This design comes from an exercise in tuning for small area, a short achievable clock period and few clock cycles per item on the open sky130 flow, not from production work.
At most, simulation tests tie the RTL to the original design; equivalence was not proved.
The RTL of run 4 was laid out without a check of its function.
Power is estimated from default activity; no workload was simulated.

File: design/flow/config.mk
export PLATFORM = sky130hd
export DESIGN_NAME = sorter_top
export DESIGN_NICKNAME = sorter_top
export VERILOG_FILES = /design/flow/design.v
export SDC_FILE = /design/flow/constraint.sdc
export NUM_CORES = 4
export LEC_CHECK = 0
export ABC_AREA = 1
export CAP_MARGIN = 20
export CORE_MARGIN = 2
export CORE_UTILIZATION = 50
export PLACE_DENSITY = 0.6
export SETUP_SLACK_MARGIN = 3.0
export SLEW_MARGIN = 20
export TNS_END_PERCENT = 3
File: design/flow/constraint.sdc
create_clock -name core_clock -period 6.0 [get_ports {clk_i}]
set_input_delay 1.2000 -clock core_clock [delete_from_list [all_inputs] [get_ports {clk_i}]]
set_output_delay 1.2000 -clock core_clock [all_outputs]
set_load 0.01 [all_outputs]
File: design/flow/design.v
module sorter_top (
    input  logic                                        clk_i,
    input  logic                                        rst_i,
    input  logic                                        src_vld_i,
    input  logic [16-1:0]                   src_data_i,
    output logic                                        reorder_vld_o,
    output logic [8*16-1:0] reorder_ranks_o
);
    localparam int DW   = 16;
    localparam int TW   = 4;
    localparam int WIN  = 15;
    localparam int OUTR = 8;
    logic [DW-1:0]      val_q [WIN];
    logic [TW-1:0]      tag_q [WIN];
    logic [TW-1:0]      ptr_q;
    logic               vld_q;
    logic [WIN-1:0]     lt;           
    logic [WIN-1:0]     is_old;       
    logic [WIN-1:0]     past_old;     
    logic [WIN-1:0]     s_up, s_hold, s_new, s_dn;
    logic               load;
    function automatic logic less_than(input logic [DW-1:0] a, input logic [DW-1:0] b);
        logic [DW-1:0] l;
        logic [DW-1:0] ng;
        for (int i = 0; i < DW; i++) begin
            l[i]  = ~a[i] & b[i];
            ng[i] = ~a[i] | b[i];
        end
        for (int s = 1; s < DW; s = s * 2) begin
            for (int i = 0; i + s < DW; i = i + 2 * s) begin
                l[i]  = l[i + s] | (ng[i + s] & l[i]);
                ng[i] = l[i + s] | (ng[i + s] & ng[i]);
            end
        end
        less_than = l[0];
    endfunction
    always_comb begin
        for (int i = 0; i < WIN; i++) begin
            lt[i]     = less_than(src_data_i, val_q[i]);
            is_old[i] = (tag_q[i] == ptr_q);
            past_old[i] = is_old[i] | ((i > 0) ? past_old[(i > 0) ? i-1 : 0] : 1'b0);
        end
    end
    assign load = src_vld_i & ~rst_i;
    always_comb begin
        for (int j = 0; j < WIN; j++) begin
            s_up[j]   = load & (j > 0) & ~past_old[(j > 0) ? j-1 : 0] & lt[(j > 0) ? j-1 : 0];
            s_dn[j]   = load & (j < WIN-1) & past_old[j] & ~lt[(j < WIN-1) ? j+1 : 0];
            if (j == 0) begin
                s_new[j] = load & (past_old[0] ? lt[1] : lt[0]);
            end else if (j == WIN-1) begin
                s_new[j] = load & ~lt[j-1 + (past_old[j-1] ? 1 : 0)];
            end else begin
                s_new[j] = load & (past_old[j] ? lt[j+1] : lt[j])
                                & ~(past_old[j-1] ? lt[j] : lt[j-1]);
            end
            s_hold[j] = ~rst_i & (~load
                                | (~past_old[j] & ~lt[j])
                                | ((j > 0) & past_old[(j > 0) ? j-1 : 0] & lt[j]));
        end
    end
    always_ff @(posedge clk_i) begin
        for (int j = 0; j < WIN; j++) begin
            val_q[j] <= ({DW{s_up[j]}}   & val_q[(j > 0) ? j-1 : 0])
                      | ({DW{s_hold[j]}} & val_q[j])
                      | ({DW{s_new[j]}}  & src_data_i)
                      | ({DW{s_dn[j]}}   & val_q[(j < WIN-1) ? j+1 : 0]);
            tag_q[j] <= ({TW{s_up[j]}}   & tag_q[(j > 0) ? j-1 : 0])
                      | ({TW{s_hold[j]}} & tag_q[j])
                      | ({TW{s_new[j]}}  & ptr_q)
                      | ({TW{s_dn[j]}}   & tag_q[(j < WIN-1) ? j+1 : 0])
                      | ({TW{rst_i}}     & TW'(j));
        end
        if (rst_i) begin
            ptr_q <= '0;
            vld_q <= 1'b0;
        end else begin
            vld_q <= src_vld_i;
            if (src_vld_i) begin
                ptr_q <= (ptr_q == TW'(WIN - 1)) ? '0 : ptr_q + 1'b1;
            end
        end
    end
    assign reorder_vld_o = vld_q;
    always_comb begin
        for (int r = 0; r < OUTR; r++) begin
            reorder_ranks_o[r*DW +: DW] = val_q[r];
        end
    end
endmodule
File: design/flow/flow/run.sh
#!/bin/bash
# Standard ORFS layout with these changes:
# - ports are buffered with plain buffers instead of the delay cell that
#   buffer_ports picks by default;
# - the resizer may swap cells across footprints (MATCH_CELL_FOOTPRINT=0);
# - before repair_design, the input port buffers are upsized, since each data
#   input fans out to every comparator.
set -e
here=$(pwd)
export BUFFER_PORTS_ARGS="-buffer_cell sky130_fd_sc_hd__buf_1"
export PRE_RESIZE_TCL="$here/flow/upsize_inputs.tcl"
bash standard.sh MATCH_CELL_FOOTPRINT=0 finish > standard_run.log 2>&1
File: design/flow/flow/upsize_inputs.tcl
# Input port buffers drive wide fanout (each data bit feeds every comparator);
# give them a strong cell before repair_design builds buffer trees.
foreach inst [get_cells input*] {
  replace_cell $inst sky130_fd_sc_hd__buf_16
}
File: design/flow/standard.sh
#!/bin/bash
# synth_recipe.tcl (not shown) runs the flow's synth.tcl, then flattens the netlist and writes it again
# the make line also repeats each setting of config.mk as NAME=value (left out here)
make -C /OpenROAD-flow-scripts/flow DESIGN_CONFIG=/design/flow/config.mk WORK_HOME=/design/flow/orfs CLKGATE_MAP_FILE= SYNTH_SCRIPT=/design/flow/synth_recipe.tcl "${@:-finish}"
==> flow_summary.ini, run 1 <==
[cts]
cts_tree = yes
clk_root_buffer_cell = sky130_fd_sc_hd__clkbuf_16
cts_sinks = 305
clk_slew_on_worst_s_h_paths_ns = 0.06
max-clock-path-buffers = 3
cts_buffers = 39
latest_clock_arrival_within_the_worst_skew_pair_ns = 0.58
cts_hold_repair.buffers = 0
htreeDepth = 2

[finish]
layout.cell_area.non_filler_um2 = 24700
ff_latch_area_um2 = 6110
finalNonFillerCells = 4025
nFillCells = 3873
multi_input_gate_area_in_the_final_layout_um2 = 13000
drive_above_1_share = 0.104
nNetsFinal = 3482
num_antenna_cells = 0
area_delta_synth_final_pct = 19.6

[timing]
fin_ws_ns = 2.99
rsz_0062_raised_after_global_routing = true
timing.final.setup_violations = 0
drv_slew = 0
timing_hold_violations_final = 0
worstMarginPinSlew_ns = 0.779
layout_min_cycle_time_ns = 3.01
clock.fmax_mhz = 333
totalNegativeSetupSlack_ns = 0
clock-skew-final_ns = 0.0277
final_min_period_over_clock_period = 0.501
timing.max_slew.rel_slack = 0.478

[critical_path]
crit_type = in2reg
worst-endpoint-required_ns = 6.50
setup.worst_path.end_class = register
worstPathMaxFanout = 27
r2r.worst_path.cells = 17
worst_ep_arrival_ns = 3.51
rr_startpoint = ptr_q[1]
startpoint_types = primary input
ff2ff_setup_slack_ns = 3.09
critical_path.reg2reg.endpoint = tag_q[14][2]

[grt]
first_global_vias = 22600
grt_use_total = 0.343
globalRoute.totalOverflow = 0
grt_max_degree = 89
grt_first_pass_wirelength_um = 121000
antenna_found_initial = 0

[synthesis]
synthArstFlopShare = 0
yosys.cell_count.top_type = sky130_fd_sc_hd__nand2_1
synth_sequential_area_ratio = 0.296
synthesis.instances = 3370
synth_enable_flop_cells = 0
synth-seq-cells = 305
yosys.area.top_type = sky130_fd_sc_hd__dfxtp_1
synth_cell_types = 46
syn_area_um2 = 20600
syn-mean-instance-area_um2 = 6.12
synth_flop_cell = sky130_fd_sc_hd__dfxtp_1
synth_area_leaders = sky130_fd_sc_hd__dfxtp_1 30%, sky130_fd_sc_hd__nand2_1 16%, sky130_fd_sc_hd__nand3_1 14%, sky130_fd_sc_hd__o21ai_0 5.9%, sky130_fd_sc_hd__inv_1 5.6%
number_of_nets_produced_by_synthesis = 3389
yosys_warnings = 3
synth_common_cells = 880 x sky130_fd_sc_hd__nand2_1, 573 x sky130_fd_sc_hd__nand3_1, 310 x sky130_fd_sc_hd__inv_1, 305 x sky130_fd_sc_hd__dfxtp_1, 242 x sky130_fd_sc_hd__o21ai_0
post-synth-top-area-fraction = 0.296

[power_and_ir_drop]
vdd_drop_max_mv = 0.232
power.leakage_nw = 9.77
net-switching-power_w = 0.00311
power.share.combinational = 0.323
internal-power_w = 0.00468
power.share.switching = 0.399
total_power_w = 0.00780
power.density_nw_per_um2 = 316
power.share.clock = 0.326
power_frac_seq = 0.351

[floorplanning]
die_width_um = 207
core_um2 = 40800
dieArea_um2 = 42900
initial_core_utilization = 0.505
dieHeight_um = 207
fp-row-count = 74
boundary_pin_count = 148

[placed_design]
count_of_input_and_output_buffers = 147
placed_wire_length_estimate_after_detailed_placement_um = 53700
place_ws_ns = 1.39
placed_area_um2 = 21700
placed_cells = 3852
routability_congestion_estimate_from_global_placement = 0.883

[detailed_routing]
drt_antenna_net_count = 0
via_per_instance_ratio = 6.07
drt_first_pass_iters = 6
drt-total-wl_um = 80400
drt-initial-drc-count = 2215
wl_per_cell_um = 20.0
dr_vias = 24400
post-route-drc-count = 0

[min_path]
hold_path_class = reg2reg
min_from = val_q[9][1]
hold_depth = 2
whs_endpoint = val_q[9][1]

[flow_run]
max_cap_viol_count = 0

[status]
status = finished clean
[flip-flops by register name, summed over array words and instances (netlist names)]
name and cells:
tag_q 60, ptr_q 4, val_q 240, vld_q 1
[per-stage QoR]
stage                util  hold WS (ns)
floorplan               -         0.443
global placement    0.521         0.456
detailed placement  0.531         0.457
CTS                 0.580         0.474
global route        0.604         0.513
finish              0.604         0.471
[per-layer routing]
| metal | vias to the layer above | GRT usage | part of all wire |
|---|---|---|---|
| met3 | 287 | 0.0352 | 0.058 |
| met4 | 0 | 0.175 | 0.059 |
| met5 | - | 0 | 0 |
| met2 | 1079 | 0.610 | 0.50 |
| met1 | 11400 | 0.408 | 0.39 |
| li1 | 11700 | - | - |
[power by group through the flow]
stage          clock network, W  registers (W)  logic [W]
3_3_place_gp                  0        0.00275    0.00199
2_1_floorplan                 0        0.00267    0.00143
4_1_cts                 0.00257        0.00272    0.00222
3_5_place_dp                  0        0.00276    0.00206
5_1_grt                 0.00264        0.00277    0.00272
6_report                0.00254        0.00274    0.00252
[how the worst max path moves through the flow]
| stage | startpoint | end | slack (ns) | depth (start not counted) |
|---|---|---|---|---|
| after floorplan | src_data_i[8] | tag_q[5][1] | 2.95 | 13 |
| after global placement | src_data_i[3] | val_q[12][14] | 1.43 | 13 |
| after detailed placement | src_data_i[6] | val_q[13][9] | 1.39 | 16 |
| after CTS | src_data_i[7] | tag_q[4][2] | 2.90 | 14 |
| after global routing | src_data_i[8] | val_q[1][7] | 2.85 | 14 |
| final | src_data_i[0] | val_q[12][0] | 2.99 | 18 |
[repair_timing]
action,CTS,global route
resized for setup,82,113
endpoints found under the hold margin,0,0
setup endpoints to repair,300,300
gates cloned,7,18
setup buffers,29,48
pin swaps,13,23
[cell usage in the layout (no fill, tap or decap), types with 22 or more instances in the layout]
| cell type | n |
|---|---|
| sky130_fd_sc_hd__o2111ai_1 | 39 |
| sky130_fd_sc_hd__nand2_1 | 860 |
| sky130_fd_sc_hd__clkbuf_16 | 39 |
| sky130_fd_sc_hd__buf_4 | 107 |
| sky130_fd_sc_hd__xnor2_1 | 24 |
| sky130_fd_sc_hd__nand3b_1 | 79 |
| sky130_fd_sc_hd__dfxtp_1 | 301 |
| sky130_fd_sc_hd__o21ai_0 | 230 |
| sky130_fd_sc_hd__a31oi_1 | 41 |
| sky130_fd_sc_hd__nor2_1 | 178 |
| sky130_fd_sc_hd__buf_1 | 129 |
| sky130_fd_sc_hd__nand3_1 | 553 |
| sky130_fd_sc_hd__a21oi_1 | 65 |
| sky130_fd_sc_hd__nand4_1 | 146 |
| sky130_fd_sc_hd__nand3_4 | 22 |
| sky130_fd_sc_hd__o22ai_1 | 86 |
| sky130_fd_sc_hd__inv_1 | 301 |
[layout make-up]
class / instances / area share
clock buffer: 54 / 0.0451
clock inverter: 17 / 0.00999
inverter: 335 / 0.0545
multi-input combinational: 2494 / 0.525
sequential: 305 / 0.248
tap: 532 / 0.0270
timing repair buffer: 282 / 0.0889
timing repair inverter: 6 / 0.00188
[critical path, cell delays in order]
cell and delay [ns]:
sky130_fd_sc_hd__buf_16 0.08, sky130_fd_sc_hd__buf_12 0.17, sky130_fd_sc_hd__clkinvlp_4 0.21, sky130_fd_sc_hd__nand2_1 0.10
sky130_fd_sc_hd__o21ai_0 0.08, sky130_fd_sc_hd__a31oi_1 0.15, sky130_fd_sc_hd__nand2_1 0.10, sky130_fd_sc_hd__o211ai_1 0.10
sky130_fd_sc_hd__nand3_1 0.19, sky130_fd_sc_hd__nand2_1 0.13, sky130_fd_sc_hd__nand2_2 0.10, sky130_fd_sc_hd__clkinvlp_4 0.16
sky130_fd_sc_hd__buf_4 0.14, sky130_fd_sc_hd__buf_4 0.10, sky130_fd_sc_hd__nand4_1 0.18, sky130_fd_sc_hd__o21ai_0 0.17
sky130_fd_sc_hd__inv_1 0.06, sky130_fd_sc_hd__nand3_1 0.06
[logic make-up (layout without fill, tap and decap cells)]
family                    Yosys count  after routing  synth area share
xor gates and xnor gates           41             41            0.0174
and+or+nand+nor                  1893           1911             0.419
buffers and inverters             590            694             0.114
AOI/OAI and AO/OA                 541            542             0.153
DFF                               305            305             0.296
Testbench counts, summed over its fixed seeds: cycles 6,400, items 3,200.
==> inputs of run 2 (changes only) <==
--- a/design/flow/config.mk
+++ b/design/flow/config.mk
@@ -11,2 +11,4 @@
 export CORE_UTILIZATION = 50
+export CTS_CLUSTER_DIAMETER = 100
+export CTS_CLUSTER_SIZE = 24
 export PLACE_DENSITY = 0.6
@@ -14,2 +16,2 @@
 export SLEW_MARGIN = 20
-export TNS_END_PERCENT = 3
+export TNS_END_PERCENT = 0
==> flow_summary.ini, run 2 <==
[cts]
cts_buffers = 17
cts_hold_repair.buffers = 0
htreeDepth = 1
clk_root_buffer_cell = sky130_fd_sc_hd__clkbuf_16
cts_sinks = 305
cts_tree = yes
clk_slew_on_worst_s_h_paths_ns = 0.11
max-clock-path-buffers = 3
latest_clock_arrival_within_the_worst_skew_pair_ns = 0.54

[flow_run]
max_cap_viol_count = 0

[finish]
largest_register = val_q
largest_registers_in_the_final_layout = val_q x240, tag_q x60, ptr_q x4
drive_above_1_share = 0.0866
largest_register_ff_count = 240
layout_commonest_cell = sky130_fd_sc_hd__nand2_1
area_delta_synth_final_pct = 14.0
layout.core_utilization = 0.576
layout.cell_area.non_filler_um2 = 23500
num_antenna_cells = 0
nNetsFinal = 3443
layout.cells.most_common_list = 863 x sky130_fd_sc_hd__nand2_1, 555 x sky130_fd_sc_hd__nand3_1, 302 x sky130_fd_sc_hd__dfxtp_1

[synthesis]
syn-mean-instance-area_um2 = 6.12
synth_enable_flop_cells = 0
number_of_nets_produced_by_synthesis = 3389
synth_common_cells = 880 x sky130_fd_sc_hd__nand2_1, 573 x sky130_fd_sc_hd__nand3_1, 310 x sky130_fd_sc_hd__inv_1, 305 x sky130_fd_sc_hd__dfxtp_1, 242 x sky130_fd_sc_hd__o21ai_0
yosys_warnings = 3
synth-seq-cells = 305
syn_area_um2 = 20600
yosys.cell_count.top_type = sky130_fd_sc_hd__nand2_1
post-synth-top-area-fraction = 0.296
synth_cell_types = 46
synth_sequential_area_ratio = 0.296
yosys.area.top_type = sky130_fd_sc_hd__dfxtp_1
synth_flop_cell = sky130_fd_sc_hd__dfxtp_1
synthArstFlopShare = 0
synth_area_leaders = sky130_fd_sc_hd__dfxtp_1 30%, sky130_fd_sc_hd__nand2_1 16%, sky130_fd_sc_hd__nand3_1 14%, sky130_fd_sc_hd__o21ai_0 5.9%, sky130_fd_sc_hd__inv_1 5.6%
synthesis.instances = 3370

[timing]
final_min_period_over_clock_period = 0.501
timing_hold_violations_final = 0
worstMarginPinSlew_ns = 0.888
rsz_0062_raised_after_global_routing = true
timing.max_slew.rel_slack = 0.407
timing.final.setup_violations = 0
drv_slew = 0
layout_min_cycle_time_ns = 3.01
clock.fmax_mhz = 333
fin_ws_ns = 2.99
clock-skew-final_ns = 0.0259
totalNegativeSetupSlack_ns = 0

[grt]
grt-busiest-layer = met2
groute.layer.met1.usage = 0.408
first_global_vias = 22000
grt_first_pass_wirelength_um = 119000
antenna_found_initial = 1
grt_use_total = 0.334
gr_layer_usage_met2 = 0.601
grt_max_degree = 109
groute.layer.met3.usage = 0.0276
globalRoute.totalOverflow = 0

[critical_path]
worst_ep_arrival_ns = 3.44
crit_type = in2reg
critical_path.slowest_cell = sky130_fd_sc_hd__clkinvlp_4
cp_slowest_stage_delay_ns = 0.40
crit_top_cell = sky130_fd_sc_hd__nand2_1
crit_path_cell_trace = buf_16 > buf_16 > buf_4 > o22ai_1 > nand2_1 > o221ai_1 > o21ai_0 > nand2_1 > nand2_1 > nand4_1 > clkinvlp_4 > a21oi_1 > nand3_1
worst-path-buf-inv = 4
worst-endpoint-required_ns = 6.44
ff2ff_setup_slack_ns = 3.08
critPathTopFamily = buffers and inverters
setup.worst_path.end_class = register
startpoint_types = primary input
worstPathMaxFanout = 20

[placed_design]
routability_congestion_estimate_from_global_placement = 0.920
place_ws_ns = 1.48
count_of_input_and_output_buffers = 147
placed_wire_length_estimate_after_detailed_placement_um = 54100
placed_area_um2 = 21700

[detailed_routing]
drt_first_pass_iters = 7
via_per_instance_ratio = 6.01
post-route-drc-count = 0
drt-initial-drc-count = 2126
drt-total-wl_um = 78000
wl_per_cell_um = 19.7
dr_vias = 23800
drt_antenna_net_count = 0

[floorplanning]
core_um2 = 40800
dieHeight_um = 207
fp-row-count = 74
dieArea_um2 = 42900
initial_core_utilization = 0.505
die_width_um = 207
boundary_pin_count = 148

[power_and_ir_drop]
power.density_nw_per_um2 = 277
vdd_drop_max_mv = 0.204
power.leakage_nw = 9.24

[min_path]
hold_path_class = reg2reg

[status]
status = finished clean
-- run 2: cell counts after synthesis --
Identical to the previous run, type by type.
-- run 2: area by class of cell --
class / count / area, µm²
clock buffers: 21 / 460
inverters: 335 / 1340
repair buffers: 277 / 2160
repair inverters: 3 / 22.5
flip-flops and latches: 305 / 6110
clock inverters: 3 / 53.8
fillers: 4046 / 17300
multi-input cells: 2485 / 12700
well taps: 532 / 666
-- run 2: worst paths after layout --
| check | startpoint | end | cells after the start |
|---|---|---|---|
| max reg2reg | ptr_q[3] | val_q[12][12] | 16 |
| max | src_data_i[0] | val_q[1][13] | 13 |
| min | val_q[8][1] | val_q[8][1] | 2 |
| min reg2reg | val_q[8][1] | val_q[8][1] | 2 |
-- run 2: power by group --
part	internal, W	switching, W
clock	0.000599	0.000776
sequential	0.00232	0.000411
combinational	0.000775	0.00164
-- run 2: per-stage QoR --
step,hold WS [ns],std cells,total power (W)
floorplan,0.443,3370,0.00411
global placement,0.457,3860,0.00474
detailed placement,0.457,3860,0.00482
CTS,0.485,3913,0.00629
global route,0.508,3961,0.00684
finish,0.482,3961,0.00652
-- run 2: what timing repair did --
| action | in CTS | in global routing |
|---|---|---|
| pin swaps | 10 | 20 |
| setup buffers | 25 | 37 |
| cloned | 4 | 11 |
| gates resized for setup | 77 | 78 |
| setup endpoints to repair | 300 | 300 |
-- run 2: logic make-up (layout without fill, tap and decap cells) --
kind of cell,count (synthesis),count (layout),synth area share
XOR/XNOR,41,41,0.0174
flip-flops,305,305,0.296
AND/OR/NAND/NOR,1893,1902,0.419
AO/OA/AOI/OAI,541,542,0.153
buffers and inverters,590,639,0.114
-- run 2: metal layers --
layer | vias up | wire length [µm]
met1 | 11100 | 31100
met4 | 2 | 3770
met5 | - | 12
met2 | 918 | 39100
li1 | 11500 | -
met3 | 220 | 4130
-- run 2: worst min-delay path, delay by kind of cell (launching register included) --
kind	cells	cell delay [ns]
simple gates	2	0.12
flops	1	0.34
==> inputs of run 3 (changes only) <==
--- a/design/flow/config.mk
+++ b/design/flow/config.mk
@@ -12,3 +12,3 @@
 export CTS_CLUSTER_DIAMETER = 100
-export CTS_CLUSTER_SIZE = 24
+export CTS_CLUSTER_SIZE = 20
 export PLACE_DENSITY = 0.6
==> flow_summary.ini, run 3 <==
[floorplanning]
dieArea_um2 = 42900
fp-row-count = 74
die_width_um = 207
initial_core_utilization = 0.505
core_um2 = 40800
boundary_pin_count = 148
dieHeight_um = 207

[grt]
grt_use_total = 0.334
first_global_vias = 22100
globalRoute.totalOverflow = 0
antenna_found_initial = 0
grt_max_degree = 109
grt_first_pass_wirelength_um = 119000

[detailed_routing]
via_per_instance_ratio = 6.06
drt-total-wl_um = 79100
dr_vias = 24100
post-route-drc-count = 0
drt_antenna_net_count = 0
drt-initial-drc-count = 2311
drt_first_pass_iters = 6
wl_per_cell_um = 19.9

[synthesis]
yosys.cell_count.top_type = sky130_fd_sc_hd__nand2_1
synth_area_leaders = sky130_fd_sc_hd__dfxtp_1 30%, sky130_fd_sc_hd__nand2_1 16%, sky130_fd_sc_hd__nand3_1 14%, sky130_fd_sc_hd__o21ai_0 5.9%, sky130_fd_sc_hd__inv_1 5.6%
synthesis.instances = 3370
synth_flop_cell = sky130_fd_sc_hd__dfxtp_1
synth_common_cells = 880 x sky130_fd_sc_hd__nand2_1, 573 x sky130_fd_sc_hd__nand3_1, 310 x sky130_fd_sc_hd__inv_1, 305 x sky130_fd_sc_hd__dfxtp_1, 242 x sky130_fd_sc_hd__o21ai_0
number_of_nets_produced_by_synthesis = 3389
syn-mean-instance-area_um2 = 6.12
synth_sequential_area_ratio = 0.296
yosys_warnings = 3
synth_cell_types = 46
syn_area_um2 = 20600
yosys.area.top_type = sky130_fd_sc_hd__dfxtp_1
synth-seq-cells = 305
post-synth-top-area-fraction = 0.296
synthArstFlopShare = 0
synth_enable_flop_cells = 0

[timing]
clock.fmax_mhz = 335
clock-skew-final_ns = 0.0154
final_min_period_over_clock_period = 0.498
timing.max_slew.rel_slack = 0.395
drv_slew = 0
rsz_0062_raised_after_global_routing = true
timing.final.setup_violations = 0
worstMarginPinSlew_ns = 0.908
fin_ws_ns = 3.01
layout_min_cycle_time_ns = 2.99
totalNegativeSetupSlack_ns = 0
whs_ns = 0.480
timing_hold_violations_final = 0

[power_and_ir_drop]
internal-power_w = 0.00372
power.share.clock = 0.205
net-switching-power_w = 0.00288
power_frac_seq = 0.414
power.share.combinational = 0.382
power.leakage_nw = 9.35
vdd_drop_max_mv = 0.213
power.share.switching = 0.436
power.density_nw_per_um2 = 276

[placed_design]
placed_cells = 3860
routability_congestion_estimate_from_global_placement = 0.920
place_ws_ns = 1.48
placed_wire_length_estimate_after_detailed_placement_um = 54100
count_of_input_and_output_buffers = 147

[cts]
cts_buffers = 19
max-clock-path-buffers = 3
clk_slew_on_worst_s_h_paths_ns = 0.09
clk_root_buffer_cell = sky130_fd_sc_hd__clkbuf_16
latest_clock_arrival_within_the_worst_skew_pair_ns = 0.55
cts_tree = yes
htreeDepth = 1
cts_sinks = 305
cts_hold_repair.buffers = 0

[finish]
largest_registers_in_the_final_layout = val_q x240, tag_q x60, ptr_q x4
area_delta_synth_final_pct = 15.7
layout.cells.most_common_list = 855 x sky130_fd_sc_hd__nand2_1, 555 x sky130_fd_sc_hd__nand3_1, 301 x sky130_fd_sc_hd__dfxtp_1
layout_commonest_cell = sky130_fd_sc_hd__nand2_1
drive_above_1_share = 0.0952
nFillCells = 4007
finalNonFillerCells = 3977
num_antenna_cells = 0
largest_register_ff_count = 240
largest_register = val_q
nNetsFinal = 3463
layout.core_utilization = 0.585

[flow_run]
max_cap_viol_count = 0

[critical_path]
worst_ep_arrival_ns = 3.41
crit_type = in2reg
worstPathMaxFanout = 20
setup.worst_path.end_class = register
worst-endpoint-required_ns = 6.42
startpoint_types = primary input

[status]
status = finished clean

[min_path]
hold_path_class = reg2reg
run 3: cell count changes in the layout (fill, tap and decap cells not counted), sizes merged:
cell,delta
clkbuf,-2
nor2,+1
bufinv,-1
clkinvlp,+4
nand3,+1
inv,-2
buf,+14
and2,+1
run 3: worst paths after layout:
path	depth (start not counted)	to	slack [ns]	startpoint
min	2	val_q[8][1]	0.48	val_q[8][1]
max	13	val_q[3][1]	3.01	src_data_i[8]
min reg2reg	2	val_q[8][1]	0.48	val_q[8][1]
max reg2reg	18	val_q[14][2]	3.10	ptr_q[1]
run 3: cells by family after synthesis:
logic type,synth area share
buffers and inverters,0.114
AOI/OAI and AO/OA,0.153
DFF,0.296
and+or+nand+nor,0.419
xor gates and xnor gates,0.0174
run 3: power groups by stage:
stage	sequential, W	clock, W	combinational, W
global route	0.00276	0.00142	0.00273
finish	0.00273	0.00135	0.00252
floorplan	0.00267	0	0.00143
CTS	0.00271	0.00137	0.00218
detailed placement	0.00276	0	0.00207
global placement	0.00275	0	0.00199
run 3: final cells by class:
cell class / count / area (µm²) / share of cell area
Tap cell: 532 / 666 / 0.0279
Clock buffer: 20 / 479 / 0.0201
Timing Repair Buffer: 290 / 2350 / 0.0983
Inverter: 335 / 1350 / 0.0567
Timing Repair inverter: 5 / 35.0 / 0.00147
Clock inverter: 2 / 17.5 / 0.000734
Sequential cell: 305 / 6110 / 0.256
Multi-Input combinational cell: 2488 / 12900 / 0.539
run 3: per-layer routing:
metal,part of all wire,track usage
met1,0.39,0.404
met2,0.51,0.606
met3,0.054,0.0299
met4,0.046,0.137
met5,0,0
run 3: critical path: stages:
cell and delay [ns]:
sky130_fd_sc_hd__buf_16 0.08, sky130_fd_sc_hd__buf_4 0.24, sky130_fd_sc_hd__buf_4 0.28, sky130_fd_sc_hd__o22ai_1 0.12, sky130_fd_sc_hd__a31oi_1 0.24, sky130_fd_sc_hd__o211a_1 0.31, sky130_fd_sc_hd__nand3_4 0.16, sky130_fd_sc_hd__o21ai_2 0.11
sky130_fd_sc_hd__buf_6 0.18, sky130_fd_sc_hd__nor2_1 0.07, sky130_fd_sc_hd__buf_6 0.20, sky130_fd_sc_hd__nand3_1 0.09, sky130_fd_sc_hd__o2111ai_1 0.10
run 3: what timing repair did:
item / in CTS / in global routing
buffers inserted: 24 / 51
pin swaps: 9 / 35
setup endpoints to repair: 300 / 300
cloned: 4 / 16
gates resized for setup: 71 / 125
run 3: metrics by stage:
| stage | instance area [µm²] | total power [W] |
|---|---|---|
| after floorplan | 20700 | 0.00411 |
| after global placement | 21300 | 0.00474 |
| after detailed placement | 21700 | 0.00482 |
| after CTS | 22700 | 0.00626 |
| after global routing | 23900 | 0.00692 |
| final | 23900 | 0.00660 |
==> inputs of run 4 (changes only) <==
--- a/design/flow/design.v
+++ b/design/flow/design.v
@@ -18,3 +18,4 @@
     logic [WIN-1:0]     is_old;       
-    logic [WIN-1:0]     past_old;     
+    logic [WIN-1:0]     past_old_d;   
+    logic [WIN-1:0]     past_old;
     logic [WIN-1:0]     s_up, s_hold, s_new, s_dn;
@@ -40,3 +41,3 @@
             is_old[i] = (tag_q[i] == ptr_q);
-            past_old[i] = is_old[i] | ((i > 0) ? past_old[(i > 0) ? i-1 : 0] : 1'b0);
+            past_old_d[i] = is_old[i] | ((i > 0) ? past_old_d[(i > 0) ? i-1 : 0] : 1'b0);
         end
@@ -74,2 +75,7 @@
         if (rst_i) begin
+            past_old <= '1;
+        end else begin
+            past_old <= past_old_d;
+        end
+        if (rst_i) begin
             ptr_q <= '0;
==> design/flow/flow/run.sh (replaced) <==
#!/bin/bash
# Standard ORFS layout with two changes:
# - ports are buffered with plain buffers instead of the delay cell that
#   buffer_ports picks by default;
# - before repair_design, the input port buffers are upsized, since each data
#   input fans out to every comparator.
set -e
here=$(pwd)
export BUFFER_PORTS_ARGS="-buffer_cell sky130_fd_sc_hd__buf_1"
export PRE_RESIZE_TCL="$here/flow/upsize_inputs.tcl"
bash standard.sh > standard_run.log 2>&1
--- a/design/flow/config.mk
+++ b/design/flow/config.mk
@@ -11,4 +11,2 @@
 export CORE_UTILIZATION = 50
-export CTS_CLUSTER_DIAMETER = 100
-export CTS_CLUSTER_SIZE = 20
 export PLACE_DENSITY = 0.6
==> flow_summary.ini, run 4 <==
[grt]
globalRoute.totalOverflow = 0
grt_first_pass_wirelength_um = 140000
grt_use_total = 0.370
grt_max_degree = 186
first_global_vias = 25300
antenna_found_initial = 0

[detailed_routing]
wl_per_cell_um = 21.3
drt-initial-drc-count = 3116
via_per_instance_ratio = 6.20
drt-total-wl_um = 93200
dr_vias = 27200
drt_antenna_net_count = 0
drt_first_pass_iters = 6
post-route-drc-count = 0

[placed_design]
routability_congestion_estimate_from_global_placement = 0.903
count_of_input_and_output_buffers = 147
placed_wire_length_estimate_after_detailed_placement_um = 60100
placed_area_um2 = 23200
place_ws_ns = 1.22

[finish]
layout.cells.most_common_list = 1,117 x sky130_fd_sc_hd__nand3_1, 672 x sky130_fd_sc_hd__nand2_1, 411 x sky130_fd_sc_hd__inv_1
layout.core_utilization = 0.582
area_delta_synth_final_pct = 14.4
largest_register = val_q
nNetsFinal = 3779
layout_commonest_cell = sky130_fd_sc_hd__nand3_1
drive_above_1_share = 0.0866
layout.cell_area.non_filler_um2 = 25800
largest_register_ff_count = 240
largest_registers_in_the_final_layout = val_q x240, tag_q x60, past_old x15

[critical_path]
crit_top_cell = sky130_fd_sc_hd__nand2_1
worstPathMaxFanout = 11
crit_path_cell_trace = buf_16 > clkinvlp_4 > nand2_1 > o21ai_0 > nand3_1 > a21oi_1 > nand2_1 > nand2_1 > nand2_1 > nand3_1 > nand2_1 > nor2_4 > nand3_1 > nand3_1
worst-endpoint-required_ns = 6.52
crit_type = in2reg
setup.worst_path.end_class = register
startpoint_types = primary input
cp_slowest_stage_delay_ns = 0.42
worst_ep_arrival_ns = 3.52
critical_path.slowest_cell = sky130_fd_sc_hd__nor2_4

[synthesis]
yosys_warnings = 3
synthesis.instances = 3765
synth_common_cells = 1,143 x sky130_fd_sc_hd__nand3_1, 698 x sky130_fd_sc_hd__nand2_1, 418 x sky130_fd_sc_hd__inv_1, 320 x sky130_fd_sc_hd__dfxtp_1, 208 x sky130_fd_sc_hd__o21ai_0
syn_area_um2 = 22600
synth_flop_cell = sky130_fd_sc_hd__dfxtp_1
synth-seq-cells = 320
synthArstFlopShare = 0
number_of_nets_produced_by_synthesis = 3784
yosys.cell_count.top_type = sky130_fd_sc_hd__nand3_1
yosys.area.top_type = sky130_fd_sc_hd__dfxtp_1
synth_sequential_area_ratio = 0.283
synth_enable_flop_cells = 0
post-synth-top-area-fraction = 0.283
synth_cell_types = 41
syn-mean-instance-area_um2 = 6.00
synth_area_leaders = sky130_fd_sc_hd__dfxtp_1 28%, sky130_fd_sc_hd__nand3_1 25%, sky130_fd_sc_hd__nand2_1 12%, sky130_fd_sc_hd__inv_1 6.9%, sky130_fd_sc_hd__o21ai_0 4.6%

[floorplanning]
fp-row-count = 77
dieArea_um2 = 46900
initial_core_utilization = 0.509
core_um2 = 44400
boundary_pin_count = 148
dieHeight_um = 217
die_width_um = 217

[power_and_ir_drop]
power.share.combinational = 0.268
net-switching-power_w = 0.00267
internal-power_w = 0.00438
power.leakage_nw = 10.8
power.share.clock = 0.352
vdd_drop_max_mv = 0.276
power.share.switching = 0.379
power_frac_seq = 0.381
power.density_nw_per_um2 = 273
total_power_w = 0.00705

[flow_run]
max_cap_viol_count = 0

[cts]
latest_clock_arrival_within_the_worst_skew_pair_ns = 0.58
cts_buffers = 40
htreeDepth = 2
cts_tree = yes
clk_slew_on_worst_s_h_paths_ns = 0.06
cts_sinks = 320
clk_root_buffer_cell = sky130_fd_sc_hd__clkbuf_16
max-clock-path-buffers = 3

[timing]
timing.final.setup_violations = 0
drv_slew = 0
rsz_0062_raised_after_global_routing = true
timing_hold_violations_final = 0
layout_min_cycle_time_ns = 3.00
worstMarginPinSlew_ns = 0.924
clock-skew-final_ns = 0.0160
final_min_period_over_clock_period = 0.501
totalNegativeSetupSlack_ns = 0
fin_ws_ns = 3.00
clock.fmax_mhz = 333
timing.max_slew.rel_slack = 0.384

[status]
status = finished clean

[min_path]
hold_path_class = reg2reg
-- run 4: area by class of cell --
cell class	count	area (µm²)
Fill cell	4382	18600
Multi-Input combinational cell	2717	13800
Sequential cell	320	6410
Inverter	445	1770
Timing Repair Buffer	231	1720
Clock buffer	62	1250
Tap cell	592	741
Clock inverter	8	68.8
Timing Repair inverter	5	37.5
Antenna cell	1	2.50
-- run 4: what timing repair did --
action | CTS | global route
pin swaps | 12 | 14
gates cloned | 12 | 14
endpoints found under the setup margin | 300 | 305
gates resized for setup | 87 | 99
buffers inserted | 18 | 15
hold buffers | 0 | 0
-- run 4: path summary, 6_finish.rpt --
kind,cells past startpoint,start,to,slack (ns)
worst max-delay path,14,src_data_i[0],val_q[12][12],3.00
worst min-delay path,2,val_q[13][8],val_q[14][8],0.50
worst max register to register,13,ptr_q[1],past_old[14],3.30
worst min register to register,2,val_q[13][8],val_q[14][8],0.50
-- run 4: cell families after synthesis --
logic type	after synthesis	share of synthesized area
and+or+nand+nor	2207	0.452
AOI/OAI and AO/OA	446	0.108
buffers and inverters	749	0.141
DFF	320	0.283
xor gates and xnor gates	43	0.0167
-- run 4: critical path, delay by kind of cell --
family	cells	cell delay, ns
AND/OR/NAND/NOR	10	1.57
AO/OA/AOI/OAI	2	0.40
buffers and inverters	2	0.35
-- run 4: through the flow --
step	cells	hold slack (ns)
2_1_floorplan	3765	0.464
3_3_place_gp	4251	0.483
3_5_place_dp	4251	0.485
4_1_cts	4351	0.499
5_1_grt	4380	0.529
6_report	4381	0.501
-- run 4: power by group through the flow --
stage	clock network (W)	registers [W]	logic [W]
4_1_cts	0.00250	0.00266	0.00170
5_1_grt	0.00257	0.00271	0.00203
3_3_place_gp	0	0.00270	0.00152
3_5_place_dp	0	0.00271	0.00158
2_1_floorplan	0	0.00264	0.00112
6_report	0.00248	0.00269	0.00189
-- run 4: per-layer routing --
layer  routed length (µm)  GRT usage  share of wire
met1                35100      0.438           0.38
met2                44900      0.645           0.48
met3                 6930     0.0403          0.074
met4                 6220      0.220          0.067
met5                    0          0              0
==> inputs of run 5 (changes only) <==
--- a/design/flow/design.v
+++ b/design/flow/design.v
@@ -18,4 +18,3 @@
     logic [WIN-1:0]     is_old;       
-    logic [WIN-1:0]     past_old_d;   
-    logic [WIN-1:0]     past_old;
+    logic [WIN-1:0]     past_old;     
     logic [WIN-1:0]     s_up, s_hold, s_new, s_dn;
@@ -41,3 +40,3 @@
             is_old[i] = (tag_q[i] == ptr_q);
-            past_old_d[i] = is_old[i] | ((i > 0) ? past_old_d[(i > 0) ? i-1 : 0] : 1'b0);
+            past_old[i] = is_old[i] | ((i > 0) ? past_old[(i > 0) ? i-1 : 0] : 1'b0);
         end
@@ -75,7 +74,2 @@
         if (rst_i) begin
-            past_old <= '1;
-        end else begin
-            past_old <= past_old_d;
-        end
-        if (rst_i) begin
             ptr_q <= '0;
==> design/flow/flow/run.sh (replaced) <==
#!/bin/bash
# Standard ORFS layout with these changes:
# - Yosys's ABC maps the logic with flow/abc.script (Yosys's own default
#   mapping: &dch, &nf) instead of ORFS's scripts; registers are untouched,
#   ABC only maps the combinational logic;
# - ports are buffered with plain buffers instead of the delay cell that
#   buffer_ports picks by default;
# - the resizer may swap cells across footprints (MATCH_CELL_FOOTPRINT=0);
# - before repair_design, the input port buffers are upsized, since each data
#   input fans out to every comparator.
set -e
here=$(pwd)
rm -rf "$here/orfs_scripts"
cp -r "$FLOW_HOME/scripts" "$here/orfs_scripts"
cp "$here/flow/abc.script" "$here/orfs_scripts/abc_speed.script"
cp "$here/flow/abc.script" "$here/orfs_scripts/abc_area.script"
export SCRIPTS_DIR="$here/orfs_scripts"
export BUFFER_PORTS_ARGS="-buffer_cell sky130_fd_sc_hd__buf_1"
export PRE_RESIZE_TCL="$here/flow/upsize_inputs.tcl"
bash standard.sh MATCH_CELL_FOOTPRINT=0 finish > standard_run.log 2>&1
==> design/flow/flow/abc.script (new file) <==
strash
&get -n
&fraig -x
&put
scorr
dc2
strash
&get -n
&dch -f
&nf
&put
buffer -p
upsize
dnsize
stime -p
==> flow_summary.ini, run 5 <==
[floorplanning]
fp-row-count = 68
die_width_um = 190
boundary_pin_count = 148
dieArea_um2 = 36200
initial_core_utilization = 0.505
core_um2 = 34400
dieHeight_um = 190

[finish]
area_delta_synth_final_pct = 26.0
largest_register = val_q
num_antenna_cells = 0
layout.core_utilization = 0.636
largest_register_ff_count = 240
largest_registers_in_the_final_layout = val_q x240, tag_q x60, ptr_q x4
layout_commonest_cell = sky130_fd_sc_hd__dfxtp_1
nFillCells = 2991
layout.cells.most_common_list = 301 x sky130_fd_sc_hd__dfxtp_1, 238 x sky130_fd_sc_hd__a221o_1, 157 x sky130_fd_sc_hd__a22o_1
layout.cell_area.non_filler_um2 = 21900
nNetsFinal = 2188
drive_above_1_share = 0.186

[critical_path]
worst_ep_arrival_ns = 3.93
crit_type = in2reg
worst-endpoint-required_ns = 6.43
startpoint_types = primary input
worstPathMaxFanout = 6
setup.worst_path.end_class = register

[synthesis]
synthArstFlopShare = 0
synth-seq-cells = 305
syn-mean-instance-area_um2 = 8.63
syn_area_um2 = 17400
synth_common_cells = 305 x sky130_fd_sc_hd__dfxtp_1, 238 x sky130_fd_sc_hd__a221o_1, 188 x sky130_fd_sc_hd__clkbuf_1, 158 x sky130_fd_sc_hd__nand2_1, 157 x sky130_fd_sc_hd__a22o_1
synth_flop_cell = sky130_fd_sc_hd__dfxtp_1
yosys.area.top_type = sky130_fd_sc_hd__dfxtp_1
yosys.cell_count.top_type = sky130_fd_sc_hd__dfxtp_1
post-synth-top-area-fraction = 0.352
synth_cell_types = 68
synthesis.instances = 2011
number_of_nets_produced_by_synthesis = 2030
synth_sequential_area_ratio = 0.352
synth_area_leaders = sky130_fd_sc_hd__dfxtp_1 35%, sky130_fd_sc_hd__a221o_1 14%, sky130_fd_sc_hd__a22o_1 7.9%, sky130_fd_sc_hd__clkbuf_1 4.1%, sky130_fd_sc_hd__o21ai_0 3.5%
yosys_warnings = 3
synth_enable_flop_cells = 0

[timing]
clock-skew-final_ns = 0.0160
clock.fmax_mhz = 286
totalNegativeSetupSlack_ns = 0
timing.max_slew.rel_slack = 0.141
layout_min_cycle_time_ns = 3.50
drv_slew = 0
final_min_period_over_clock_period = 0.583
whs_ns = 0.520
worstMarginPinSlew_ns = 1.29
timing.final.setup_violations = 0
rsz_0062_raised_after_global_routing = true
timing_hold_violations_final = 0

[grt]
gr_layer_usage_met2 = 0.599
first_global_vias = 17300
grt_use_total = 0.354
grt-busiest-layer = met2
grt_first_pass_wirelength_um = 101000
globalRoute.totalOverflow = 0
groute.layer.met1.usage = 0.444
groute.layer.met3.usage = 0.0434
grt_max_degree = 48
antenna_found_initial = 1

[placed_design]
count_of_input_and_output_buffers = 147
placed_wire_length_estimate_after_detailed_placement_um = 44200
placed_area_um2 = 18900
routability_congestion_estimate_from_global_placement = 0.891

[detailed_routing]
via_per_instance_ratio = 6.89
post-route-drc-count = 0
wl_per_cell_um = 25.3
drt_first_pass_iters = 6
dr_vias = 18300
drt-total-wl_um = 67200
drt-initial-drc-count = 1902
drt_antenna_net_count = 0

[cts]
htreeDepth = 2
cts_sinks = 305
cts_tree = yes
max-clock-path-buffers = 3
cts_buffers = 37
clk_root_buffer_cell = sky130_fd_sc_hd__clkbuf_16
clk_slew_on_worst_s_h_paths_ns = 0.06
latest_clock_arrival_within_the_worst_skew_pair_ns = 0.56

[power_and_ir_drop]
power.density_nw_per_um2 = 305
power.leakage_nw = 7.97
vdd_drop_max_mv = 0.244

[min_path]
hold_path_class = reg2reg

[status]
status = finished clean

[flow_run]
max_cap_viol_count = 0
-- run 5: cell count changes after synthesis, sizes merged, moves of 115 or more --
cell	before	now
nand2	705	158
a221o	0	238
clkbuf	73	188
a22o	0	157
inv	445	102
buf	231	16
o21ai	253	120
nand3	1143	12
-- run 5: final timing paths --
kind / slack [ns] / cells after the start / start / to
setup / recovery: 2.50 / 16 / src_data_i[2] / val_q[7][15]
setup reg to reg: 2.64 / 17 / ptr_q[0] / val_q[12][10]
hold / removal: 0.52 / 2 / val_q[0][0] / val_q[0][0]
hold reg to reg: 0.52 / 2 / val_q[0][0] / val_q[0][0]
-- run 5: critical path, cell delays in order --
cell,delay [ns]
sky130_fd_sc_hd__buf_16,0.11
sky130_fd_sc_hd__clkinvlp_4,0.09
sky130_fd_sc_hd__buf_12,0.13
sky130_fd_sc_hd__buf_8,0.12
sky130_fd_sc_hd__o22ai_2,0.07
sky130_fd_sc_hd__o21a_1,0.20
sky130_fd_sc_hd__o21ai_2,0.14
sky130_fd_sc_hd__a21boi_2,0.10
sky130_fd_sc_hd__o311ai_2,0.33
sky130_fd_sc_hd__a31oi_2,0.16
sky130_fd_sc_hd__o311ai_4,0.26
sky130_fd_sc_hd__buf_6,0.19
sky130_fd_sc_hd__or2_4,0.18
sky130_fd_sc_hd__a31oi_4,0.12
sky130_fd_sc_hd__clkbuf_16,0.22
sky130_fd_sc_hd__a221o_1,0.31
-- run 5: area by class of cell --
cell class | count | area, µm² | share of cell area
Multi-Input combinational cell | 1410 | 11100 | 0.507
Sequential cell | 305 | 6120 | 0.280
Timing Repair Buffer | 307 | 2450 | 0.112
Clock buffer | 59 | 1130 | 0.0516
Tap cell | 455 | 569 | 0.0260
Inverter | 105 | 438 | 0.0200
Clock inverter | 7 | 48.8 | 0.00223
Timing Repair inverter | 3 | 17.5 | 0.000801
-- run 5: per-stage QoR --
stage	worst slack, ns	total power (W)	instances
after detailed placement	0.834	0.00411	2489
final	2.50	0.00666	2651
after global routing	2.46	0.00691	2651
after global placement	0.909	0.00405	2489
after CTS	2.57	0.00654	2617
after floorplan	2.44	0.00357	2011
-- run 5: cell families (layout without fill, tap and decap cells) --
logic type,count (synthesis),count (layout),synth area share
buffers and inverters,309,481,0.0685
adders and majority gates,27,27,0.0156
and+or+nand+nor,421,425,0.119
xor gates and xnor gates,60,60,0.0303
DFF,305,305,0.352
muxes,3,3,0.00173
AOI/OAI and AO/OA,886,895,0.413
-- run 5: per-layer routing --
metal | vias to the layer above | wire length (µm)
met5 | - | 13
met4 | 2 | 3990
met3 | 206 | 3930
met2 | 819 | 32400
met1 | 8990 | 26900
li1 | 8244 | -
-- run 5: repair_timing --
item,in CTS,in global routing
buffers inserted,39,25
hold buffers,0,0
setup endpoints to repair,300,300
resized for setup,166,57
pin swaps,52,56
gates cloned,23,9
-- run 5: where the power goes --
part           total (W)  internal [W]  switching (W)
clock network    0.00222       0.00129       0.000926
logic            0.00179      0.000750        0.00104
registers        0.00265       0.00227       0.000385
total            0.00666       0.00431        0.00235
Testbench counts of run 5, summed over its fixed seeds: cycles 6,400, items 3,200.
==> inputs of run 6 (changes only) <==
--- a/design/flow/config.mk
+++ b/design/flow/config.mk
@@ -14,2 +14,2 @@
 export SLEW_MARGIN = 20
-export TNS_END_PERCENT = 0
+export TNS_END_PERCENT = 10
==> flow_summary.ini, run 6 <==
[critical_path]
r2r.worst_path.cells = 15
startpoint_types = primary input
worstPathMaxFanout = 20
crit_path_cell_trace = buf_16 > buf_12 > clkinvlp_4 > buf_4 > buf_4 > o22ai_1 > o21bai_1 > a21oi_1 > o21ai_1 > a221oi_2 > nor2_2 > and3_4 > buf_8 > a221o_1 > a221o_1
critical_path.slowest_cell = sky130_fd_sc_hd__a221o_1
setup.worst_path.end_class = register
crit_type = in2reg
worst_ep_arrival_ns = 4.00
cp_slowest_stage_delay_ns = 0.35
rr_startpoint = tag_q[1][2]
ff2ff_setup_slack_ns = 2.58
critPathTopFamily = compound AO/OA/AOI/OAI gates
worst-path-buf-inv = 6
critical_path.reg2reg.endpoint = tag_q[13][2]
worst-endpoint-required_ns = 6.44

[cts]
latest_clock_arrival_within_the_worst_skew_pair_ns = 0.56
htreeDepth = 2
cts_tree = yes
cts_hold_repair.buffers = 0
cts_sinks = 305
max-clock-path-buffers = 3
clk_root_buffer_cell = sky130_fd_sc_hd__clkbuf_16
clk_slew_on_worst_s_h_paths_ns = 0.06
cts_buffers = 37

[power_and_ir_drop]
internal-power_w = 0.00424
power.share.clock = 0.333
power.share.switching = 0.346
power.density_nw_per_um2 = 303
power.leakage_nw = 7.83
total_power_w = 0.00649
vdd_drop_max_mv = 0.236
power.share.combinational = 0.258
power_frac_seq = 0.409
net-switching-power_w = 0.00225

[floorplanning]
initial_core_utilization = 0.505
boundary_pin_count = 148
dieHeight_um = 190
dieArea_um2 = 36200
die_width_um = 190
fp-row-count = 68
core_um2 = 34400

[detailed_routing]
drt_first_pass_iters = 6
post-route-drc-count = 0
dr_vias = 17900
via_per_instance_ratio = 6.76
wl_per_cell_um = 24.0
drt-initial-drc-count = 1937
drt_antenna_net_count = 0
drt-total-wl_um = 63300

[min_path]
hold_depth = 2
whs_endpoint = val_q[0][0]
hold_path_class = reg2reg
min_from = val_q[0][0]

[grt]
grt_first_pass_wirelength_um = 97800
grt_max_degree = 46
antenna_found_initial = 0
globalRoute.totalOverflow = 0
first_global_vias = 17100
grt_use_total = 0.339

[synthesis]
yosys.area.top_type = sky130_fd_sc_hd__dfxtp_1
yosys.cell_count.top_type = sky130_fd_sc_hd__dfxtp_1
post-synth-top-area-fraction = 0.352
synth_sequential_area_ratio = 0.352
number_of_nets_produced_by_synthesis = 2030
synth-seq-cells = 305
synthesis.instances = 2011
synth_flop_cell = sky130_fd_sc_hd__dfxtp_1
synth_enable_flop_cells = 0
yosys_warnings = 3
syn-mean-instance-area_um2 = 8.63
synth_cell_types = 68
syn_area_um2 = 17400
synth_area_leaders = sky130_fd_sc_hd__dfxtp_1 35%, sky130_fd_sc_hd__a221o_1 14%, sky130_fd_sc_hd__a22o_1 7.9%, sky130_fd_sc_hd__clkbuf_1 4.1%, sky130_fd_sc_hd__o21ai_0 3.5%
synth_common_cells = 305 x sky130_fd_sc_hd__dfxtp_1, 238 x sky130_fd_sc_hd__a221o_1, 188 x sky130_fd_sc_hd__clkbuf_1, 158 x sky130_fd_sc_hd__nand2_1, 157 x sky130_fd_sc_hd__a22o_1
synthArstFlopShare = 0

[placed_design]
routability_congestion_estimate_from_global_placement = 0.877
count_of_input_and_output_buffers = 147
placed_cells = 2494
placed_wire_length_estimate_after_detailed_placement_um = 43900
place_ws_ns = 1.03

[timing]
totalNegativeSetupSlack_ns = 0
timing.max_slew.rel_slack = 0.429
clock-skew-final_ns = 0.0291
layout_min_cycle_time_ns = 3.56
final_min_period_over_clock_period = 0.593
fin_ws_ns = 2.44
worstMarginPinSlew_ns = 0.848
timing.final.setup_violations = 0
timing_hold_violations_final = 0
drv_slew = 0
rsz_0062_raised_after_global_routing = true
clock.fmax_mhz = 281

[finish]
nNetsFinal = 2182
drive_above_1_share = 0.176
nFillCells = 3026
largest_registers_in_the_final_layout = val_q x240, tag_q x60, ptr_q x4
num_antenna_cells = 0
layout.cells.most_common_list = 301 x sky130_fd_sc_hd__dfxtp_1, 238 x sky130_fd_sc_hd__a221o_1, 157 x sky130_fd_sc_hd__a22o_1
largest_register = val_q
finalNonFillerCells = 2642
area_delta_synth_final_pct = 23.4
largest_register_ff_count = 240
layout_commonest_cell = sky130_fd_sc_hd__dfxtp_1
layout.core_utilization = 0.623

[status]
status = finished clean

[flow_run]
max_cap_viol_count = 0
run 6: cell types whose count changed in the layout (fill, tap and decap cells not counted), moves of 4 or more:
cell,delta
sky130_fd_sc_hd__buf_4,+24
sky130_fd_sc_hd__buf_12,-7
sky130_fd_sc_hd__buf_6,-7
sky130_fd_sc_hd__clkbuf_8,-6
sky130_fd_sc_hd__a31oi_4,-5
sky130_fd_sc_hd__buf_2,-5
sky130_fd_sc_hd__o21ai_2,-5
sky130_fd_sc_hd__nor2_1,+4
run 6: metal layers:
layer / routed length [µm] / GRT usage
met1: 26100 / 0.425
met2: 30800 / 0.583
met3: 3680 / 0.0403
met4: 2660 / 0.157
met5: 0 / 0
run 6: logic make-up after synthesis:
logic type / count (synthesis) / synth area share
AOI/OAI and AO/OA: 886 / 0.413
and+or+nand+nor: 421 / 0.119
buffers and inverters: 309 / 0.0685
DFF: 305 / 0.352
xor gates and xnor gates: 60 / 0.0303
adders and majority gates: 27 / 0.0156
muxes: 3 / 0.00173
run 6: cell type report:
cell class | count | area (µm²) | share of cell area
Multi-Input combinational cell | 1403 | 10800 | 0.505
Sequential cell | 305 | 6120 | 0.286
Timing Repair Buffer | 310 | 2340 | 0.109
Clock buffer | 53 | 1050 | 0.0489
Tap cell | 455 | 569 | 0.0266
Inverter | 105 | 438 | 0.0205
Clock inverter | 10 | 85.1 | 0.00397
Timing Repair inverter | 1 | 7.51 | 0.000351
run 6: worst max-delay path by stage:
stage | from | endpoint | slack (ns) | cells past startpoint
final | src_data_i[6] | tag_q[12][2] | 2.44 | 15
after detailed placement | src_data_i[6] | val_q[8][12] | 1.03 | 12
after floorplan | src_data_i[1] | tag_q[7][0] | 2.44 | 13
after global routing | src_data_i[4] | val_q[12][6] | 2.34 | 16
after global placement | src_data_i[1] | val_q[10][5] | 1.02 | 14
after CTS | src_data_i[4] | val_q[5][10] | 2.56 | 15
run 6: worst register-to-register path, delay by kind of cell, from the launching register on:
kind	cells	cell delay [ns]
compound gates	3	0.78
xor+xnor	1	0.19
buf+inv	5	0.84
flops	1	0.40
simple gates	6	1.08
run 6: repair_timing:
action                     4_1_cts  5_1_grt
pin swaps                       48       21
resized for setup              156        7
gates cloned                    11        1
buffers inserted                45       28
setup endpoints to repair      300      300
run 6: power groups by stage:
stage	Clock, W	Sequential [W]	Combinational (W)
6_report	0.00216	0.00265	0.00168
5_1_grt	0.00225	0.00268	0.00181
4_1_cts	0.00218	0.00263	0.00161
3_5_place_dp	0	0.00267	0.00144
3_3_place_gp	0	0.00267	0.00138
2_1_floorplan	0	0.00259	0.000979
run 6: per-stage QoR:
step	area [µm²]	hold slack [ns]
6_report	21400	0.510
5_1_grt	21400	0.553
4_1_cts	21200	0.514
3_5_place_dp	19000	0.501
3_3_place_gp	18500	0.488
2_1_floorplan	17500	0.471
==> inputs of run 7 (changes only) <==
--- a/design/flow/design.v
+++ b/design/flow/design.v
@@ -8,6 +8,7 @@
 );
-    localparam int DW   = 16;
-    localparam int TW   = 4;
-    localparam int WIN  = 15;
-    localparam int OUTR = 8;
+    localparam int DW     = 16;
+    localparam int TW     = 4;
+    localparam int WIN    = 15;
+    localparam int NSTORE = 15 - 1;
+    localparam int OUTR   = 8;
     logic [DW-1:0]      val_q [WIN];
@@ -20,3 +21,3 @@
     logic [WIN-1:0]     s_up, s_hold, s_new, s_dn;
-    logic               load;
+    logic               ins, del;
     function automatic logic less_than(input logic [DW-1:0] a, input logic [DW-1:0] b);
@@ -38,4 +39,4 @@
         for (int i = 0; i < WIN; i++) begin
-            lt[i]     = less_than(src_data_i, val_q[i]);
-            is_old[i] = (tag_q[i] == ptr_q);
+            lt[i]       = (i < NSTORE) ? less_than(src_data_i, val_q[i]) : 1'b1;
+            is_old[i]   = (tag_q[i] == ptr_q);
             past_old[i] = is_old[i] | ((i > 0) ? past_old[(i > 0) ? i-1 : 0] : 1'b0);
@@ -43,18 +44,10 @@
     end
-    assign load = src_vld_i & ~rst_i;
+    assign ins = src_vld_i & ~rst_i;
+    assign del = vld_q & ~rst_i;
     always_comb begin
         for (int j = 0; j < WIN; j++) begin
-            s_up[j]   = load & (j > 0) & ~past_old[(j > 0) ? j-1 : 0] & lt[(j > 0) ? j-1 : 0];
-            s_dn[j]   = load & (j < WIN-1) & past_old[j] & ~lt[(j < WIN-1) ? j+1 : 0];
-            if (j == 0) begin
-                s_new[j] = load & (past_old[0] ? lt[1] : lt[0]);
-            end else if (j == WIN-1) begin
-                s_new[j] = load & ~lt[j-1 + (past_old[j-1] ? 1 : 0)];
-            end else begin
-                s_new[j] = load & (past_old[j] ? lt[j+1] : lt[j])
-                                & ~(past_old[j-1] ? lt[j] : lt[j-1]);
-            end
-            s_hold[j] = ~rst_i & (~load
-                                | (~past_old[j] & ~lt[j])
-                                | ((j > 0) & past_old[(j > 0) ? j-1 : 0] & lt[j]));
+            s_up[j]   = ins & (j > 0) & lt[(j > 0) ? j-1 : 0];
+            s_new[j]  = ins & lt[j] & ~((j > 0) & lt[(j > 0) ? j-1 : 0]);
+            s_dn[j]   = del & (j < WIN-1) & past_old[j];
+            s_hold[j] = ~rst_i & ((ins & ~lt[j]) | (del & ~past_old[j]) | (~ins & ~del));
         end
@@ -71,3 +64,3 @@
                       | ({TW{s_dn[j]}}   & tag_q[(j < WIN-1) ? j+1 : 0])
-                      | ({TW{rst_i}}     & TW'(j));
+                      | ({TW{rst_i}}     & TW'(j + 1));
         end
--- a/design/flow/config.mk
+++ b/design/flow/config.mk
@@ -11,2 +11,4 @@
 export CORE_UTILIZATION = 50
+export CTS_CLUSTER_DIAMETER = 100
+export CTS_CLUSTER_SIZE = 20
 export PLACE_DENSITY = 0.6
@@ -14,2 +16,2 @@
 export SLEW_MARGIN = 20
-export TNS_END_PERCENT = 10
+export TNS_END_PERCENT = 0
==> flow_summary.ini, run 7 <==
[status]
status = finished clean

[floorplanning]
dieArea_um2 = 34800
core_um2 = 32700
boundary_pin_count = 148
dieHeight_um = 186
initial_core_utilization = 0.509
fp-row-count = 66
die_width_um = 186

[grt]
first_global_vias = 16200
globalRoute.totalOverflow = 0
grt_use_total = 0.328
grt_max_degree = 44
antenna_found_initial = 0
grt_first_pass_wirelength_um = 93500

[cts]
latest_clock_arrival_within_the_worst_skew_pair_ns = 0.53
clk_slew_on_worst_s_h_paths_ns = 0.09
htreeDepth = 1
cts_hold_repair.buffers = 0
clk_root_buffer_cell = sky130_fd_sc_hd__clkbuf_16
cts_buffers = 19
max-clock-path-buffers = 3
cts_tree = yes
cts_sinks = 305

[synthesis]
syn-mean-instance-area_um2 = 8.14
syn_area_um2 = 16600
synthesis.instances = 2046
synth_sequential_area_ratio = 0.367
synth_flop_cell = sky130_fd_sc_hd__dfxtp_1
synth_cell_types = 72
yosys.cell_count.top_type = sky130_fd_sc_hd__nand2_1
synth_area_leaders = sky130_fd_sc_hd__dfxtp_1 37%, sky130_fd_sc_hd__a222oi_1 11%, sky130_fd_sc_hd__nand2_1 8.9%, sky130_fd_sc_hd__a221o_1 4.4%, sky130_fd_sc_hd__a22oi_1 4.3%
yosys_warnings = 3
synthArstFlopShare = 0
synth_common_cells = 396 x sky130_fd_sc_hd__nand2_1, 305 x sky130_fd_sc_hd__dfxtp_1, 180 x sky130_fd_sc_hd__a222oi_1, 175 x sky130_fd_sc_hd__clkbuf_1, 102 x sky130_fd_sc_hd__inv_1
yosys.area.top_type = sky130_fd_sc_hd__dfxtp_1
synth-seq-cells = 305
number_of_nets_produced_by_synthesis = 2065
post-synth-top-area-fraction = 0.367
synth_enable_flop_cells = 0

[timing]
drv_slew = 0
layout_min_cycle_time_ns = 3.48
clock.fmax_mhz = 288
timing.max_slew.rel_slack = 0.219
rsz_0062_raised_after_global_routing = true
timing.final.setup_violations = 0
timing_hold_violations_final = 0
totalNegativeSetupSlack_ns = 0
worstMarginPinSlew_ns = 1.17
final_min_period_over_clock_period = 0.580
clock-skew-final_ns = 0.0232

[detailed_routing]
dr_vias = 17500
drt_first_pass_iters = 10
via_per_instance_ratio = 6.75
drt-initial-drc-count = 2482
post-route-drc-count = 0
drt-total-wl_um = 61900
wl_per_cell_um = 23.9
drt_antenna_net_count = 0

[finish]
layout.cells.most_common_list = 395 x sky130_fd_sc_hd__nand2_1, 303 x sky130_fd_sc_hd__dfxtp_1, 180 x sky130_fd_sc_hd__a222oi_1
num_antenna_cells = 0
largest_register = val_q
area_delta_synth_final_pct = 18.2
largest_register_ff_count = 240
layout_commonest_cell = sky130_fd_sc_hd__nand2_1
largest_registers_in_the_final_layout = val_q x240, tag_q x60, ptr_q x4
drive_above_1_share = 0.128
layout.core_utilization = 0.602
nFillCells = 2979
nNetsFinal = 2173

[critical_path]
critPathTopFamily = compound AO/OA/AOI/OAI gates
crit_path_cell_trace = buf_16 > buf_16 > clkinvlp_4 > buf_6 > buf_6 > o22ai_2 > a21o_1 > a211oi_2 > a221oi_2 > o41ai_2 > a311oi_2 > nor2_2 > buf_6 > o21ai_4 > buf_4 > a222oi_1 > nand2_1
setup.worst_path.end_class = register
crit_top_cell = sky130_fd_sc_hd__buf_6
crit_type = in2reg
worstPathMaxFanout = 10
cp_slowest_stage_delay_ns = 0.37
critical_path.slowest_cell = sky130_fd_sc_hd__o41ai_2
startpoint_types = primary input
worst-path-buf-inv = 7
worst-endpoint-required_ns = 6.42
worst_ep_arrival_ns = 3.90

[power_and_ir_drop]
power.leakage_nw = 7.50
total_power_w = 0.00400
power.density_nw_per_um2 = 203
vdd_drop_max_mv = 0.212

[min_path]
hold_path_class = reg2reg

[placed_design]
count_of_input_and_output_buffers = 147
routability_congestion_estimate_from_global_placement = 0.903
placed_wire_length_estimate_after_detailed_placement_um = 42500

[flow_run]
max_cap_viol_count = 0
## run 7: final cells by class
| class | count | area [µm²] | share of cell area |
|---|---|---|---|
| clock inverter | 1 | 16.3 | 0.000826 |
| multi-input combinational | 1438 | 9830 | 0.499 |
| clock buffer | 19 | 475 | 0.0242 |
| timing repair inverter | 2 | 15.0 | 0.000763 |
| tap | 442 | 553 | 0.0281 |
| inverter | 106 | 437 | 0.0222 |
| timing repair buffer | 282 | 2250 | 0.114 |
| sequential | 305 | 6110 | 0.310 |
## run 7: path summary, 6_finish.rpt
check	start	endpoint	slack, ns	cells after the start
hold reg to reg	val_q[14][2]	val_q[14][2]	0.44	2
setup / recovery	src_data_i[4]	val_q[8][14]	2.52	17
setup reg to reg	ptr_q[3]	tag_q[13][1]	2.67	11
hold / removal	val_q[14][2]	val_q[14][2]	0.44	2
## run 7: per-layer routing
layer  wire length, µm  GRT usage  share of wire
met1             24400      0.423           0.39
met2             29900      0.564           0.48
met3              4560     0.0329          0.074
met4              3110      0.133          0.050
met5                 0          0              0
## run 7: worst min-delay path, stage by stage, from the launching register on
cell                      delay [ns]
sky130_fd_sc_hd__dfxtp_1        0.32
sky130_fd_sc_hd__nand2_1        0.05
sky130_fd_sc_hd__nand2_1        0.04
## run 7: through the flow
stage / std cells / hold slack [ns] / worst slack, ns / cell area [µm²]
global route: 2595 / 0.469 / 2.45 / 19700
finish: 2595 / 0.444 / 2.52 / 19700
global placement: 2504 / 0.425 / 1.11 / 17600
detailed placement: 2504 / 0.433 / 1.15 / 18000
CTS: 2556 / 0.444 / 2.55 / 19100
floorplan: 2046 / 0.416 / 2.53 / 16700
## run 7: logic make-up after synthesis
family          Yosys count  share of synthesized area
xor+xnor                 61                     0.0321
fa+ha+maj                23                     0.0138
compound gates          733                      0.353
flops                   305                      0.367
simple gates            617                      0.163
buf+inv                 307                     0.0716
## run 7: power breakdown
group	leakage, nW	internal, W	switching, W
clock network	0.241	0.000574	0.000723
logic	4.78	0.000224	0.000343
registers	2.47	0.00207	0.0000607
## run 7: timing repair
action                                  4_1_cts  5_1_grt
buffers inserted                             24       27
cloned                                        8       12
gates resized for setup                     107       62
pin swaps                                    19       37
endpoints found under the setup margin      300      300
Testbench counts of run 7, summed over its fixed seeds: cycles 6,400, items 3,200.

-- afterwards: timing with drivers on the ports --
No port has a modelled driver above. Below, the same layouts with a new extraction and two added sets of constraints.
Step 1 assumes that a clkbuf_16 drives the clock port and a buf_2 every other input.
Step 2 also shifts input and output timing later by t, the mid clock arrival at the registers, as if the neighbouring blocks saw the same clock.
a / b / c = ideal / step 1 / step 2; a / b = the first two.
| run | shift t [ns] | slack for setup (ns) | hold WS [ns] | worst register clock-pin slew, ns | pins driven straight from the clock port |
|---|---|---|---|---|---|
| run 1 | 0.629 | 2.994 / 2.961 / 2.332 | 0.471 / 0.471 / 0.471 | 0.07 / 0.07 | 1 |
| run 2 | 0.591 | 2.995 / 2.990 / 2.399 | 0.482 / 0.482 / 0.482 | 0.11 / 0.11 | 1 |
| run 3 | 0.601 | 3.015 / 2.991 / 2.390 | 0.480 / 0.480 / 0.480 | 0.09 / 0.09 | 1 |
| run 4 | 0.631 | 2.997 / 2.981 / 2.350 | 0.501 / 0.501 / 0.501 | 0.06 / 0.06 | 1 |
| run 5 | 0.603 | 2.504 / 2.474 / 1.871 | 0.520 / 0.520 / 0.520 | 0.06 / 0.06 | 1 |
| run 6 | 0.601 | 2.444 / 2.440 / 1.839 | 0.510 / 0.510 / 0.510 | 0.06 / 0.06 | 1 |
| run 7 | 0.569 | 2.523 / 2.517 / 1.948 | 0.444 / 0.444 / 0.444 | 0.09 / 0.09 | 1 |
After both steps every run listed still meets setup and hold. The setup slack of run 1, which loses most, moves by -0.033 ns with the drivers and by -0.662 ns with both steps.
